Context: an optimization exercise on an open-source flow, tuned for small area and a short achievable clock period. The choices shown serve that exercise and are no tape-out recipe. RTL that was checked went through simulation tests only; none was proved equivalent to the original. No activity file was given, so power comes from the tool's default toggle rates.

// dcache_dm
module dcache_dm (
  input  logic        CLK,
  input  logic        nRST,
  input  logic        halt,
  input  logic        dmemREN,
  input  logic        dmemWEN,
  input  logic        datomic,
  input  logic [31:0] dmemaddr,
  input  logic [31:0] dmemstore,
  output logic        dhit,
  output logic [31:0] dmemload,
  output logic        dREN,
  output logic        dWEN,
  output logic [31:0] daddr,
  output logic [31:0] dstore,
  input  logic        dwait,
  input  logic [31:0] dload,
  output logic        flushed
);
  logic s_idle, s_wb0, s_wb1, s_ld0, s_ld1, s_flush, s_fwb0, s_fwb1, s_done, s_fl;
  logic [7:0]  valid, dirty;
  logic [25:0] tags   [8];
  logic [31:0] words0 [8];
  logic [31:0] words1 [8];
  logic [25:0] req_tag;
  logic [2:0]  req_idx;
  logic        req_off;
  logic        req, hit, miss, do_write;
  assign req_tag = dmemaddr[31:6];
  assign req_idx = dmemaddr[5:3];
  assign req_off = dmemaddr[2];
  assign req     = dmemREN | dmemWEN;
  logic [7:0]  fsel, rsel;
  logic [2:0]  cnt;
  logic        roff;
  logic [25:0] rtag;
  logic [31:0] rword;
  always_comb begin
    rtag  = '0;
    rword = '0;
    for (int i = 0; i < 8; i++) begin
      rsel[i] = fsel[i] | (!s_fl && req_idx == i);
      rtag    = rtag  | ({26{rsel[i]}} & tags[i]);
      rword   = rword | ({32{rsel[i] && !roff}} & words0[i]) | ({32{rsel[i] && roff}} & words1[i]);
    end
  end
  assign cnt  = {|fsel[7:4], |{fsel[7:6], fsel[3:2]}, |{fsel[7], fsel[5], fsel[3], fsel[1]}};
  assign roff = s_idle ? req_off : (s_wb1 | s_fwb1);
  assign hit  = s_idle && req && valid[req_idx] && (rtag == req_tag);
  assign miss = s_idle && req && !hit && !halt;
  logic [31:0] link;
  ...
For scale: ~200 I/O pins.
==> module dcache_dm, before the edit <==
module dcache_dm (
  input  logic        CLK,
  input  logic        nRST,
  input  logic        halt,
  input  logic        dmemREN,
  input  logic        dmemWEN,
  input  logic        datomic,
  input  logic [31:0] dmemaddr,
  input  logic [31:0] dmemstore,
  output logic        dhit,
  output logic [31:0] dmemload,
  output logic        dREN,
  output logic        dWEN,
  output logic [31:0] daddr,
  output logic [31:0] dstore,
  input  logic        dwait,
  input  logic [31:0] dload,
  output logic        flushed
);
  logic s_idle, s_wb0, s_wb1, s_ld0, s_ld1, s_flush, s_fwb0, s_fwb1, s_done, s_fl;
  logic [7:0]  valid, dirty;
  logic [25:0] tags   [8];
  logic [31:0] words0 [8];
  logic [31:0] words1 [8];
  logic [25:0] req_tag;
  logic [2:0]  req_idx;
  logic        req_off;
  logic        req, hit, miss, do_write;
  assign req_tag = dmemaddr[31:6];
  assign req_idx = dmemaddr[5:3];
  assign req_off = dmemaddr[2];
  assign req     = dmemREN | dmemWEN;
  logic [7:0]  fsel, rsel;
  logic [2:0]  cnt;
  logic        roff;
  logic [25:0] rtag;
  logic [31:0] rword;
  always_comb begin
    rtag  = '0;
    rword = '0;
    for (int i = 0; i < 8; i++) begin
      rsel[i] = fsel[i] | (!s_fl && req_idx == i);
      rtag    = rtag  | ({26{rsel[i]}} & tags[i]);
      rword   = rword | ({32{rsel[i] && !roff}} & words0[i]) | ({32{rsel[i] && roff}} & words1[i]);
    end
  end
  assign cnt  = {|fsel[7:4], |{fsel[7:6], fsel[3:2]}, |{fsel[7], fsel[5], fsel[3], fsel[1]}};
  assign roff = s_idle ? req_off : (s_wb1 | s_fwb1);
  assign hit  = s_idle && req && valid[req_idx] && (rtag == req_tag);
  assign miss = s_idle && req && !hit && !halt;
  logic [31:0] link;
  logic        link_valid;
  logic        link_eq, sc_ok;
  assign link_eq  = (link == dmemaddr);
  assign sc_ok    = link_valid && link_eq;
  assign do_write = hit && dmemWEN && (!datomic || sc_ok);
  always_ff @(posedge CLK or negedge nRST) begin
    if (!nRST)                              link_valid <= 1'b0;
    else if (hit && !dmemWEN && datomic)    link_valid <= 1'b1;
    else if (do_write && link_eq)           link_valid <= 1'b0;
  end
  always_ff @(posedge CLK) begin
    if (hit && !dmemWEN && datomic) link <= dmemaddr;
  end
  logic fl_last, fl_clean;
  assign fl_last  = fsel[7];
  assign fl_clean = !(|(dirty & fsel));
  always_ff @(posedge CLK or negedge nRST) begin
    if (!nRST) begin
      s_idle  <= 1'b1;
      s_wb0   <= 1'b0;
      s_wb1   <= 1'b0;
      s_ld0   <= 1'b0;
      s_ld1   <= 1'b0;
      s_flush <= 1'b0;
      s_fwb0  <= 1'b0;
      s_fwb1  <= 1'b0;
      s_done  <= 1'b0;
      s_fl    <= 1'b0;
    end else begin
      s_idle  <= s_idle ? (!halt && !miss) : (s_ld1 && !dwait);
      s_wb0   <= (miss && dirty[req_idx]) || (s_wb0 && dwait);
      s_wb1   <= (s_wb0 && !dwait) || (s_wb1 && dwait);
      s_ld0   <= (miss && !dirty[req_idx]) || (s_wb1 && !dwait) || (s_ld0 && dwait);
      s_ld1   <= (s_ld0 && !dwait) || (s_ld1 && dwait);
      s_flush <= (s_idle && halt) || (s_flush && fl_clean && !fl_last) ||
                 (s_fwb1 && !dwait && !fl_last);
      s_fwb0  <= (s_flush && !fl_clean) || (s_fwb0 && dwait);
      s_fwb1  <= (s_fwb0 && !dwait) || (s_fwb1 && dwait);
      s_done  <= s_done || (s_flush && fl_clean && fl_last) || (s_fwb1 && !dwait && fl_last);
      s_fl    <= (s_idle && halt) || (s_flush && !(fl_clean && fl_last)) || s_fwb0 ||
                 (s_fwb1 && !(!dwait && fl_last));
    end
  end
  assign dhit     = hit;
  assign dmemload = dmemWEN ? {31'b0, datomic & sc_ok} : rword;
  assign dstore   = rword;
  assign dREN     = s_ld0 | s_ld1;
  assign dWEN     = s_wb0 | s_wb1 | s_fwb0 | s_fwb1;
  assign daddr    = {rtag, (s_fl ? cnt : req_idx), (s_wb1 | s_ld1 | s_fwb1), 2'b00};
  assign flushed  = s_done;
  logic [31:0] wdata;
  logic        we0, we1, ld_done, tag_we;
  assign wdata   = s_idle ? dmemstore : dload;
  assign ld_done = s_ld1 && !dwait;
  assign we0     = (do_write && !req_off) || (s_ld0 && !dwait);
  assign we1     = (do_write &&  req_off) || ld_done;
  assign tag_we  = (s_idle && req && !dirty[req_idx]) || (s_wb1 && !dwait);
  always_ff @(posedge CLK) begin
    for (int i = 0; i < 8; i++) begin
      if (we0 && req_idx == i)    words0[i] <= wdata;
      if (we1 && req_idx == i)    words1[i] <= wdata;
      if (tag_we && req_idx == i) tags[i]   <= req_tag;
    end
  end
  always_ff @(posedge CLK or negedge nRST) begin
    if (!nRST) begin
      valid <= '0;
      dirty <= '0;
    end else begin
      for (int i = 0; i < 8; i++) begin
        if (ld_done && req_idx == i) begin
          valid[i] <= 1'b1;
          dirty[i] <= 1'b0;
        end else if (do_write && req_idx == i) begin
          dirty[i] <= 1'b1;
        end else if (s_fwb1 && !dwait && fsel[i]) begin
          dirty[i] <= 1'b0;
        end
      end
    end
  end
  always_ff @(posedge CLK or negedge nRST) begin
    if (!nRST) begin
      fsel <= '0;
    end else if (s_idle && halt) begin
      fsel <= 8'd1;
    end else if ((s_flush && fl_clean) || (s_fwb1 && !dwait)) begin
      fsel <= {fsel[6:0], 1'b0};
    end
  end
endmodule
==> flow/config.mk <==
export PLATFORM = sky130hd
export DESIGN_NAME = dcache_dm
export DESIGN_NICKNAME = dcache_dm
export VERILOG_FILES = /design/flow/design.v
export SDC_FILE = /design/flow/constraint.sdc
export NUM_CORES = 4
export LEC_CHECK = 0
export ABC_AREA = 1
export CAP_MARGIN = 20
export CORE_MARGIN = 2
export CORE_UTILIZATION = 60
export CTS_CLUSTER_DIAMETER = 80
export CTS_CLUSTER_SIZE = 30
export SETUP_SLACK_MARGIN = 1.8
export SLEW_MARGIN = 20
==> flow/constraint.sdc <==
create_clock -name core_clock -period 6.5 [get_ports {CLK}]
set_input_delay 1.3000 -clock core_clock [delete_from_list [all_inputs] [get_ports {CLK}]]
set_output_delay 1.3000 -clock core_clock [all_outputs]
set_load 0.01 [all_outputs]
standard.sh (not shown) runs the stock make flow with config.mk's settings and CLKGATE_MAP_FILE= SYNTH_SCRIPT=/design/flow/synth_recipe.tcl, a recipe that flattens the netlist after the stock synthesis.
==> flow/flow/run.sh <==
#!/bin/bash
# Standard layout, with the ports buffered by buf_4 cells instead of the default buffer
# and no dummy loads in the clock tree.
set -e
export BUFFER_PORTS_ARGS="-buffer_cell sky130_fd_sc_hd__buf_4"
export CTS_ARGS="-sink_clustering_enable -repair_clock_nets -sink_clustering_size 30 -sink_clustering_max_diameter 80 -dont_use_dummy_load"
bash standard.sh > standard_flow.log 2>&1
The first run went through all stages and came out clean.
==> next run, changes <==
--- a/flow/design.v
+++ b/flow/design.v
@@ -22,6 +22,7 @@
   logic [25:0] tags   [8];
   logic [31:0] words0 [8];
   logic [31:0] words1 [8];
+  logic [2:0]  cnt;
   logic [25:0] req_tag;
   logic [2:0]  req_idx;
   logic        req_off;
@@ -30,22 +31,14 @@
   assign req_idx = dmemaddr[5:3];
   assign req_off = dmemaddr[2];
   assign req     = dmemREN | dmemWEN;
-  logic [7:0]  fsel, rsel;
-  logic [2:0]  cnt;
+  logic [2:0]  ridx;
   logic        roff;
   logic [25:0] rtag;
   logic [31:0] rword;
-  always_comb begin
-    rtag  = '0;
-    rword = '0;
-    for (int i = 0; i < 8; i++) begin
-      rsel[i] = fsel[i] | (!s_fl && req_idx == i);
-      rtag    = rtag  | ({26{rsel[i]}} & tags[i]);
-      rword   = rword | ({32{rsel[i] && !roff}} & words0[i]) | ({32{rsel[i] && roff}} & words1[i]);
-    end
-  end
-  assign cnt  = {|fsel[7:4], |{fsel[7:6], fsel[3:2]}, |{fsel[7], fsel[5], fsel[3], fsel[1]}};
-  assign roff = s_idle ? req_off : (s_wb1 | s_fwb1);
+  assign ridx  = s_fl ? cnt : req_idx;
+  assign roff  = s_idle ? req_off : (s_wb1 | s_fwb1);
+  assign rtag  = tags[ridx];
+  assign rword = roff ? words1[ridx] : words0[ridx];
   assign hit  = s_idle && req && valid[req_idx] && (rtag == req_tag);
   assign miss = s_idle && req && !hit && !halt;
   logic [31:0] link;
@@ -63,8 +56,8 @@
     if (hit && !dmemWEN && datomic) link <= dmemaddr;
   end
   logic fl_last, fl_clean;
-  assign fl_last  = fsel[7];
-  assign fl_clean = !(|(dirty & fsel));
+  assign fl_last  = (cnt == 3'd7);
+  assign fl_clean = !dirty[cnt];
   always_ff @(posedge CLK or negedge nRST) begin
     if (!nRST) begin
       s_idle  <= 1'b1;
@@ -97,7 +90,7 @@
   assign dstore   = rword;
   assign dREN     = s_ld0 | s_ld1;
   assign dWEN     = s_wb0 | s_wb1 | s_fwb0 | s_fwb1;
-  assign daddr    = {rtag, (s_fl ? cnt : req_idx), (s_wb1 | s_ld1 | s_fwb1), 2'b00};
+  assign daddr    = {rtag, ridx, (s_wb1 | s_ld1 | s_fwb1), 2'b00};
   assign flushed  = s_done;
   logic [31:0] wdata;
   logic        we0, we1, ld_done, tag_we;
@@ -124,7 +117,7 @@
           dirty[i] <= 1'b0;
         end else if (do_write && req_idx == i) begin
           dirty[i] <= 1'b1;
-        end else if (s_fwb1 && !dwait && fsel[i]) begin
+        end else if (s_fwb1 && !dwait && cnt == i) begin
           dirty[i] <= 1'b0;
         end
       end
@@ -132,11 +125,9 @@
   end
   always_ff @(posedge CLK or negedge nRST) begin
     if (!nRST) begin
-      fsel <= '0;
-    end else if (s_idle && halt) begin
-      fsel <= 8'd1;
+      cnt <= '0;
     end else if ((s_flush && fl_clean) || (s_fwb1 && !dwait)) begin
-      fsel <= {fsel[6:0], 1'b0};
+      if (!fl_last) cnt <= cnt + 3'd1;
     end
   end
 endmodule
Result: Final cell count went down by a few percent; area after synthesis went up slightly; count of clock-buffer cells in the layout went up by 2; via count went up by a few percent; global-route usage went up by 0.62 points; sequential power is about the same; critical path depth went down by 1; routed wire length went up by a few percent; first-iteration DRC count went up by roughly a tenth.
Function not checked in the first run of this note: the RTL went through the layout flow alone.

==> separate check: timing with driven ports <==
The flow's constraints put no driver on any port. The routed layouts listed below were extracted and timed again, unchanged, in two steps.
Step 1 assumes that a clkbuf_16 drives the clock port and a buf_2 every other input.
Step 2, shift: input delay + t, output delay - t, t = (earliest + latest rising clock arrival at the registers) / 2. This alone moves slack from input paths to output paths.
Slacks: ideal ports / drivers / drivers and shift; pairs: ideal ports / drivers.
| run | t (ns) | setup WS [ns] | hold slack, ns | worst setup path at the end | latest minus earliest clock arrival (ns) |
|---|---|---|---|---|---|
| the first run | 0.624 | 1.800 / 1.756 / 1.443 | 0.471 / 0.471 / 0.471 | input to register | 0.056 / 0.056 |
| the second run | 0.643 | 1.851 / 1.815 / 1.319 | 0.461 / 0.461 / 0.461 | input to register | 0.042 / 0.041 |
After both steps setup and hold are still met in every run listed. For the second run, which loses most, drivers alone change the setup slack by -0.036 ns; drivers and shift together by -0.532 ns.
